Background: an optimization exercise with open tools, aiming at small area, a short achievable clock period and few clock cycles. Do not read the settings as production practice. The RTL was checked by simulation tests, not by an equivalence proof against the original design. Power is estimated from default activity; no workload was simulated.

`design/flow/design.v`:
```
`timescale 1ns / 1ps
package kct_pkg;
  localparam int ROWS_DEF      = 4;
  localparam int SLOTS_DEF     = 8;
  localparam int KEY_CHARS_DEF = 8;
  localparam int KEY_FW    = 64;
  localparam int COUNT_W   = 16;
  localparam int STATUS_W  = 3;
  localparam int ROW_FW    = 2;
  localparam int SLOT_FW   = 3;
  localparam logic [COUNT_W-1:0] COUNT_MAX = '1;
  localparam logic MODE_INC = 1'b0;
  localparam logic MODE_DEC = 1'b1;
  typedef enum logic [STATUS_W-1:0] {
    ST_NEW  = 3'd0,
    ST_INC  = 3'd1,
    ST_FULL = 3'd2,
    ST_DEC  = 3'd3,
    ST_MISS = 3'd4
  } status_t;
  typedef enum logic [2:0] {
    S_CLEAR,
    S_IDLE,
    S_SCAN,
    S_UPDATE,
    S_DONE
  } state_t;
endpackage
`timescale 1ns / 1ps
import kct_pkg::*;
module keyed_count_table_unit #(
  parameter int ROWS      = kct_pkg::ROWS_DEF,
  parameter int SLOTS     = kct_pkg::SLOTS_DEF,
  parameter int KEY_CHARS = kct_pkg::KEY_CHARS_DEF
) (
  input  logic                clk,
  input  logic                rst,
  input  logic                req_valid,
  output logic                req_ready,
  input  logic                req_mode,
  input  logic [kct_pkg::KEY_FW-1:0]   req_key,
  output logic                rsp_valid,
  input  logic                rsp_ready,
  output logic [kct_pkg::STATUS_W-1:0] rsp_status,
  output logic [kct_pkg::ROW_FW-1:0]   rsp_row,
  output logic [kct_pkg::SLOT_FW-1:0]  rsp_slot,
  output logic [kct_pkg::COUNT_W-1:0]  rsp_count
);
  localparam int ENTRIES = ROWS * SLOTS;
  localparam int IDX_W   = (ENTRIES > 1) ? $clog2(ENTRIES) : 1;
  localparam int ROW_W   = (ROWS > 1) ? $clog2(ROWS) : 1;
  localparam int SLOT_W  = (SLOTS > 1) ? $clog2(SLOTS) : 1;
  localparam int KEY_W   = 8 * KEY_CHARS;
  localparam int META_W  = COUNT_W + 1;
  localparam logic [IDX_W-1:0]  IDX_LAST  = IDX_W'(ENTRIES - 1);
  localparam logic [SLOT_W-1:0] SLOT_LAST = SLOT_W'(SLOTS - 1);
  logic [KEY_W-1:0]  key_mem  [ENTRIES];
  logic [META_W-1:0] meta_mem [ENTRIES];
  kct_pkg::state_t state, state_next;
  logic [IDX_W-1:0]   iss_idx;
  logic [ROW_W-1:0]   iss_row;
  logic [SLOT_W-1:0]  iss_slot;
  logic               iss_done;
  logic               cmp_vld;
  logic               cmp_last;
  logic [IDX_W-1:0]   cmp_idx;
  logic [ROW_W-1:0]   cmp_row;
  logic [SLOT_W-1:0]  cmp_slot;
  logic [KEY_W-1:0]   rd_key;
  logic [META_W-1:0]  rd_meta;
  logic               op_mode;
  logic [KEY_W-1:0]   op_key;
  logic               hit;
  logic [IDX_W-1:0]   hit_idx;
  logic [ROW_W-1:0]   hit_row;
  logic [SLOT_W-1:0]  hit_slot;
  logic [COUNT_W-1:0] hit_cnt;
  logic               free_ok;
  logic [IDX_W-1:0]   free_idx;
  logic [ROW_W-1:0]   free_row;
  logic [SLOT_W-1:0]  free_slot;
  kct_pkg::status_t           res_status, res_status_next;
  logic [ROW_FW-1:0]  res_row, res_row_next;
  logic [SLOT_FW-1:0] res_slot, res_slot_next;
  logic [COUNT_W-1:0] res_count, res_count_next;
  logic               match;
  logic               is_free;
  logic               key_we;
  logic               meta_we;
  logic [IDX_W-1:0]   wr_idx;
  logic [META_W-1:0]  wr_meta;
  logic [COUNT_W-1:0] cnt_inc;
  logic [COUNT_W-1:0] cnt_dec;
  assign match   = cmp_vld && rd_meta[COUNT_W] && (rd_key == op_key);
  assign is_free = cmp_vld && !rd_meta[COUNT_W];
  assign cnt_inc = (hit_cnt == COUNT_MAX) ? hit_cnt : hit_cnt + COUNT_W'(1);
  assign cnt_dec = (hit_cnt != '0) ? hit_cnt - COUNT_W'(1) : '0;
  assign req_ready  = (state == S_IDLE);
  assign rsp_valid  = (state == S_DONE);
  assign rsp_status = res_status;
  assign rsp_row    = res_row;
  assign rsp_slot   = res_slot;
  assign rsp_count  = res_count;
  always_comb begin
    state_next      = state;
    key_we          = 1'b0;
    meta_we         = 1'b0;
    wr_idx          = iss_idx;
    wr_meta         = '0;
    res_status_next = res_status;
    res_row_next    = res_row;
    res_slot_next   = res_slot;
    res_count_next  = res_count;
    case (state)
      S_CLEAR: begin
        meta_we = 1'b1;
        if (iss_idx == IDX_LAST) begin
          state_next = S_IDLE;
        end
      end
      S_IDLE: begin
        if (req_valid) begin
          state_next = S_SCAN;
        end
      end
      S_SCAN: begin
        if (match || (cmp_vld && cmp_last)) begin
          state_next = S_UPDATE;
        end
      end
      S_UPDATE: begin
        state_next = S_DONE;
        if (hit) begin
          meta_we       = 1'b1;
          wr_idx        = hit_idx;
          res_row_next  = ROW_FW'(hit_row);
          res_slot_next = SLOT_FW'(hit_slot);
          if (op_mode == MODE_DEC) begin
            wr_meta         = {(cnt_dec != '0), cnt_dec};
            res_status_next = ST_DEC;
            res_count_next  = cnt_dec;
          end else begin
            wr_meta         = {1'b1, cnt_inc};
            res_status_next = ST_INC;
            res_count_next  = cnt_inc;
          end
        end else if (op_mode == MODE_INC && free_ok) begin
          key_we          = 1'b1;
          meta_we         = 1'b1;
          wr_idx          = free_idx;
          wr_meta         = {1'b1, COUNT_W'(1)};
          res_status_next = ST_NEW;
          res_row_next    = ROW_FW'(free_row);
          res_slot_next   = SLOT_FW'(free_slot);
          res_count_next  = COUNT_W'(1);
        end else begin
          res_status_next = (op_mode == MODE_DEC) ? ST_MISS : ST_FULL;
          res_row_next    = '0;
          res_slot_next   = '0;
          res_count_next  = '0;
        end
      end
      S_DONE: begin
        if (rsp_ready) begin
          state_next = S_IDLE;
        end
      end
      default: begin
        state_next = S_IDLE;
      end
    endcase
  end
  always_ff @(posedge clk) begin
    if (rst) begin
      state <= S_CLEAR;
    end else begin
      state <= state_next;
    end
  end
  always_ff @(posedge clk) begin
    rd_key  <= key_mem[iss_idx];
    rd_meta <= meta_mem[iss_idx];
    if (key_we) begin
      key_mem[wr_idx] <= op_key;
    end
    if (meta_we) begin
      meta_mem[wr_idx] <= wr_meta;
    end
  end
  always_ff @(posedge clk) begin
    if (rst) begin
      iss_idx  <= '0;
      iss_row  <= '0;
      iss_slot <= '0;
      iss_done <= 1'b0;
      cmp_vld  <= 1'b0;
      cmp_last <= 1'b0;
      hit      <= 1'b0;
      free_ok  <= 1'b0;
    end else begin
      case (state)
        S_CLEAR: begin
          if (iss_idx != IDX_LAST) begin
            iss_idx <= iss_idx + IDX_W'(1);
          end
        end
        S_IDLE: begin
          iss_idx  <= '0;
          iss_row  <= '0;
          iss_slot <= '0;
          iss_done <= 1'b0;
          cmp_vld  <= 1'b0;
          cmp_last <= 1'b0;
          hit      <= 1'b0;
          free_ok  <= 1'b0;
        end
        S_SCAN: begin
          cmp_vld  <= !iss_done;
          cmp_last <= (iss_idx == IDX_LAST);
          if (!iss_done) begin
            if (iss_idx == IDX_LAST) begin
              iss_done <= 1'b1;
            end else begin
              iss_idx <= iss_idx + IDX_W'(1);
              if (iss_slot == SLOT_LAST) begin
                iss_slot <= '0;
                iss_row  <= iss_row + ROW_W'(1);
              end else begin
                iss_slot <= iss_slot + SLOT_W'(1);
              end
            end
          end
          if (match) begin
            hit <= 1'b1;
          end
          if (is_free && !free_ok) begin
            free_ok <= 1'b1;
          end
        end
        default: begin
          cmp_vld <= 1'b0;
        end
      endcase
    end
  end
  always_ff @(posedge clk) begin
    if (state == S_IDLE && req_valid) begin
      op_mode <= req_mode;
      op_key  <= req_key[KEY_W-1:0];
    end
    if (state == S_SCAN) begin
      cmp_idx  <= iss_idx;
      cmp_row  <= iss_row;
      cmp_slot <= iss_slot;
    end
    if (state == S_SCAN && match) begin
      hit_idx  <= cmp_idx;
      hit_row  <= cmp_row;
      hit_slot <= cmp_slot;
      hit_cnt  <= rd_meta[COUNT_W-1:0];
    end
    if (state == S_SCAN && is_free && !free_ok) begin
      free_idx  <= cmp_idx;
      free_row  <= cmp_row;
      free_slot <= cmp_slot;
    end
    res_status <= res_status_next;
    res_row    <= res_row_next;
    res_slot   <= res_slot_next;
    res_count  <= res_count_next;
  end
endmodule
```
`design/flow/run.sh`:
```
#!/bin/bash
# synth_recipe.tcl (not shown) runs the flow's synth.tcl, then flattens the netlist and writes it again
# the make line also repeats each setting of config.mk as NAME=value (left out here)
make -C /OpenROAD-flow-scripts/flow DESIGN_CONFIG=/design/flow/config.mk WORK_HOME=/design/flow/orfs CLKGATE_MAP_FILE= SYNTH_SCRIPT=/design/flow/synth_recipe.tcl finish
```
`design/flow/config.mk`:
```
export PLATFORM = sky130hd
export DESIGN_NAME = keyed_count_table_unit
export DESIGN_NICKNAME = keyed_count_table_unit
export VERILOG_FILES = /design/flow/design.v
export SDC_FILE = /design/flow/constraint.sdc
export NUM_CORES = 4
export LEC_CHECK = 0
export CAP_MARGIN = 20
export CORE_MARGIN = 2
export CORE_UTILIZATION = 40
export SLEW_MARGIN = 20
```
`design/flow/constraint.sdc`:
```
create_clock -name core_clock -period 5.0 [get_ports {clk}]
set_input_delay 1.0000 -clock core_clock [delete_from_list [all_inputs] [get_ports {clk}]]
set_output_delay 1.0000 -clock core_clock [all_outputs]
set_load 0.01 [all_outputs]
```
==> reports/results.tsv <==
metric	value	unit
syn-num-nets	4478	
fp-row-count	189	
fin_worst_skew	0.104	ns
drv_cap	0	
clk_latency	0.93	ns
syn_to_final_growth	15.8	%
synth_edf_count	2727	
mostFrequentLayoutCells	2727 x edfxtp_1, 810 x mux4_2, 313 x clkbuf_16, 174 x buf_4	
grt_pass1_vias	49500	
die_h	521	µm
vdd_ir_drop_max	0.377	mV
start_kind	flip-flop	
fmax	238	MHz
finalSetupViolations	0	
grt_use_total	0.188	
clk_pin_slew	0.05	ns
p_leak	0.0385	µW
io-pin-count	95	
drv_slew	0	
wl_per_cell	29.7	µm
postSynthAreaPerCell	24.3	µm²
syn_inst	4403	
grt_max_degree	107	
drtIter0Drc	5918	
drive_gt1_frac	0.321	
path_class	reg2reg	
cts_tree	built	
max_slew_margin	0.281	
synth_area	107000	µm²
hold_slack	0.399	ns
synth_ff_type	edfxtp_1	
worstMarginPinSlew	1.08	ns
ys_warn_count	1	
crit_fanout	29	
viasPerCell	5.66	
vias	48600	
gp_congestion	0.815	
grt_pass1_wl	367000	µm
drc	0	
routed_wl	255000	µm
htree_levels	5	
firstDrtPassIters	6	
fp.coreArea	265000	µm²
dp_hpwl	146000	µm
hold_buffers	0	
fin_nets	4895	
outcome	finished clean	
antenna_left	0	
postCtsSetupBuffers	0	
ys_types	69	
powerDensity	406	nW/µm²
clock_sinks	2826	
async_flop_share	0	
die-area	271000	µm²
setup_tns	0	ns
clk_path_buf_depth	4	
hold_violations	0	
nFillCells	21500	
fin_util	0.466	
ys_ff_latch	2826	
die_w	521	µm
initial_core_util	0.402	
ctsResizeCount	0	
cp_data_arrival_time	4.72	ns
portBuffers	94	
period_minus_slack	4.21	ns
hp-class	reg2reg	
grt_setup_unrepaired	no	
cp-end-kind	flip-flop	
antenna_found_initial	17	
numCtsBuffers	308	
period_share	0.841	
layout_commonest_cell	edfxtp_1	
grt.overflow.total	0	
cp_data_required_time	5.51	ns
root_buffer	clkbuf_16	
synth-seq-area-share	0.785	
[area by class of cell]
cell class              instances  area, µm²  area share
diodes                          2       5.00   0.0000405
clock buffers                 399       8310      0.0672
clock inverters               139       1280      0.0103
inverters                      15       56.3    0.000456
multi-input cells            1348      22400       0.181
flip-flops and latches       2826      83900       0.679
well taps                    3533       4420      0.0358
repair buffers                321       3300      0.0267
[power breakdown]
group / switching [µW] / internal [µW] / total [µW]
combinational: 1260 / 1300 / 2560
sequential: 121 / 25800 / 25900
clock: 8890 / 12900 / 21700
[layer usage]
| layer | vias to the layer above | track usage | wire [µm] |
|---|---|---|---|
| li1 | 19800 | - | - |
| met1 | 26600 | 0.275 | 110000 |
| met4 | 0 | 0.0400 | 4950 |
| met3 | 343 | 0.0267 | 16800 |
| met2 | 1837 | 0.301 | 123000 |
| met5 | - | 0 | 0 |
[worst paths after layout]
kind / from / end / slack (ns) / cells after the start
worst max register to register: state[0]$_SDFFE_PP0P_ / key_mem[7][37]$_DFFE_PP_ / 0.79 / 10
worst max-delay path: state[0]$_SDFFE_PP0P_ / key_mem[7][37]$_DFFE_PP_ / 0.79 / 10
worst min register to register: cmp_slot[1]$_DFFE_PP_ / hit_slot[1]$_DFFE_PP_ / 0.40 / 0
worst min-delay path: cmp_slot[1]$_DFFE_PP_ / hit_slot[1]$_DFFE_PP_ / 0.40 / 0
[cells by family (layout without fill, tap and decap cells)]
logic type               after synthesis  count (layout)  synth area share
multiplexers                         897             897             0.180
AND/OR/NAND/NOR                      278             278            0.0127
other                                  0               2                 0
adder cells (fa/ha/maj)                6               6          0.000703
XOR/XNOR                              68              68           0.00558
AO/OA/AOI/OAI                         99              99           0.00629
flip-flops                          2826            2826             0.785
buffers and inverters                229             874           0.00930
[flip-flops by register name, indices dropped and copies added, names as in the netlist, 5 cells and up]
register	flops
iss_idx	5
rd_key	64
rd_meta	17
cmp_idx	5
meta_mem	544
hit_idx	5
key_mem	2048
res_count	16
free_idx	5
hit_cnt	16
op_key	64
[worst max-delay path: stages, from the launching register on]
cell	delay, ns
dfxtp_1	0.49
nor2b_2	0.27
nand2_2	0.12
inv_2	0.09
buf_4	0.32
and2_1	0.54
a222oi_1	0.29
nor2_1	0.21
nand2_1	0.38
nor2_4	0.73
buf_4	0.42
[through the flow]
| stage | area [µm²] | instances | total power [µW] | worst slack (ns) |
|---|---|---|---|---|
| detailed placement | 114000 | 8041 | 29000 | 0.805 |
| finish | 124000 | 8583 | 50200 | 0.793 |
| global route | 124000 | 8582 | 51600 | 0.467 |
| CTS | 124000 | 8579 | 50700 | 0.778 |
| floorplan | 107000 | 4403 | 28100 | -0.397 |
| global placement | 114000 | 8041 | 29000 | 0.869 |
[cells in the mapped netlist, types with 5 or more instances]
library cell / n / area share
a211oi_1: 7 / 0.00049
a21oi_1: 24 / 0.0011
and2_1: 12 / 0.00070
and3_1: 5 / 0.00029
buf_1: 32 / 0.0011
buf_2: 53 / 0.0025
buf_4: 10 / 0.00070
clkbuf_1: 115 / 0.0040
dfxtp_1: 99 / 0.019
edfxtp_1: 2727 / 0.77
ha_1: 6 / 0.00070
inv_1: 13 / 0.00046
mux2_2: 82 / 0.0086
mux2i_1: 5 / 0.00047
mux4_2: 810 / 0.17
nand2_1: 52 / 0.0018
nand2b_1: 5 / 0.00029
nand3_1: 17 / 0.00080
nand4_1: 12 / 0.00070
nor2_1: 104 / 0.0037
nor2b_1: 6 / 0.00035
nor3_1: 16 / 0.00075
nor4_1: 16 / 0.00094
o21ai_0: 18 / 0.00084
o22ai_1: 6 / 0.00035
or3_1: 10 / 0.00059
or4_1: 6 / 0.00042
xnor2_1: 27 / 0.0022
xor2_1: 41 / 0.0034
Testbench counts, summed over its fixed seeds: cycles 91,774.

afterwards: timing with drivers on the ports:
The results above use ideal ports. As a check the final layout listed here was re-extracted and re-timed, cells and wires unchanged. Step 1 assumes that a clkbuf_16 drives the clock port and a buf_2 every other input. Step 2 also shifts input and output timing later by t, the mid clock arrival at the registers, as if the neighbouring blocks saw the same clock. a / b / c = no drivers / after step 1 / after step 2; a / b = the first two.
t (ns): 0.968
setup slack, ns: 0.793 / 0.793 / 0.793
worst setup path at the end: register to register
worst slew at a driven data input, ns: 0.07
After both steps setup and hold are still met in this run. For this run, drivers alone change the setup slack by 0.000 ns; drivers and shift together by 0.000 ns.
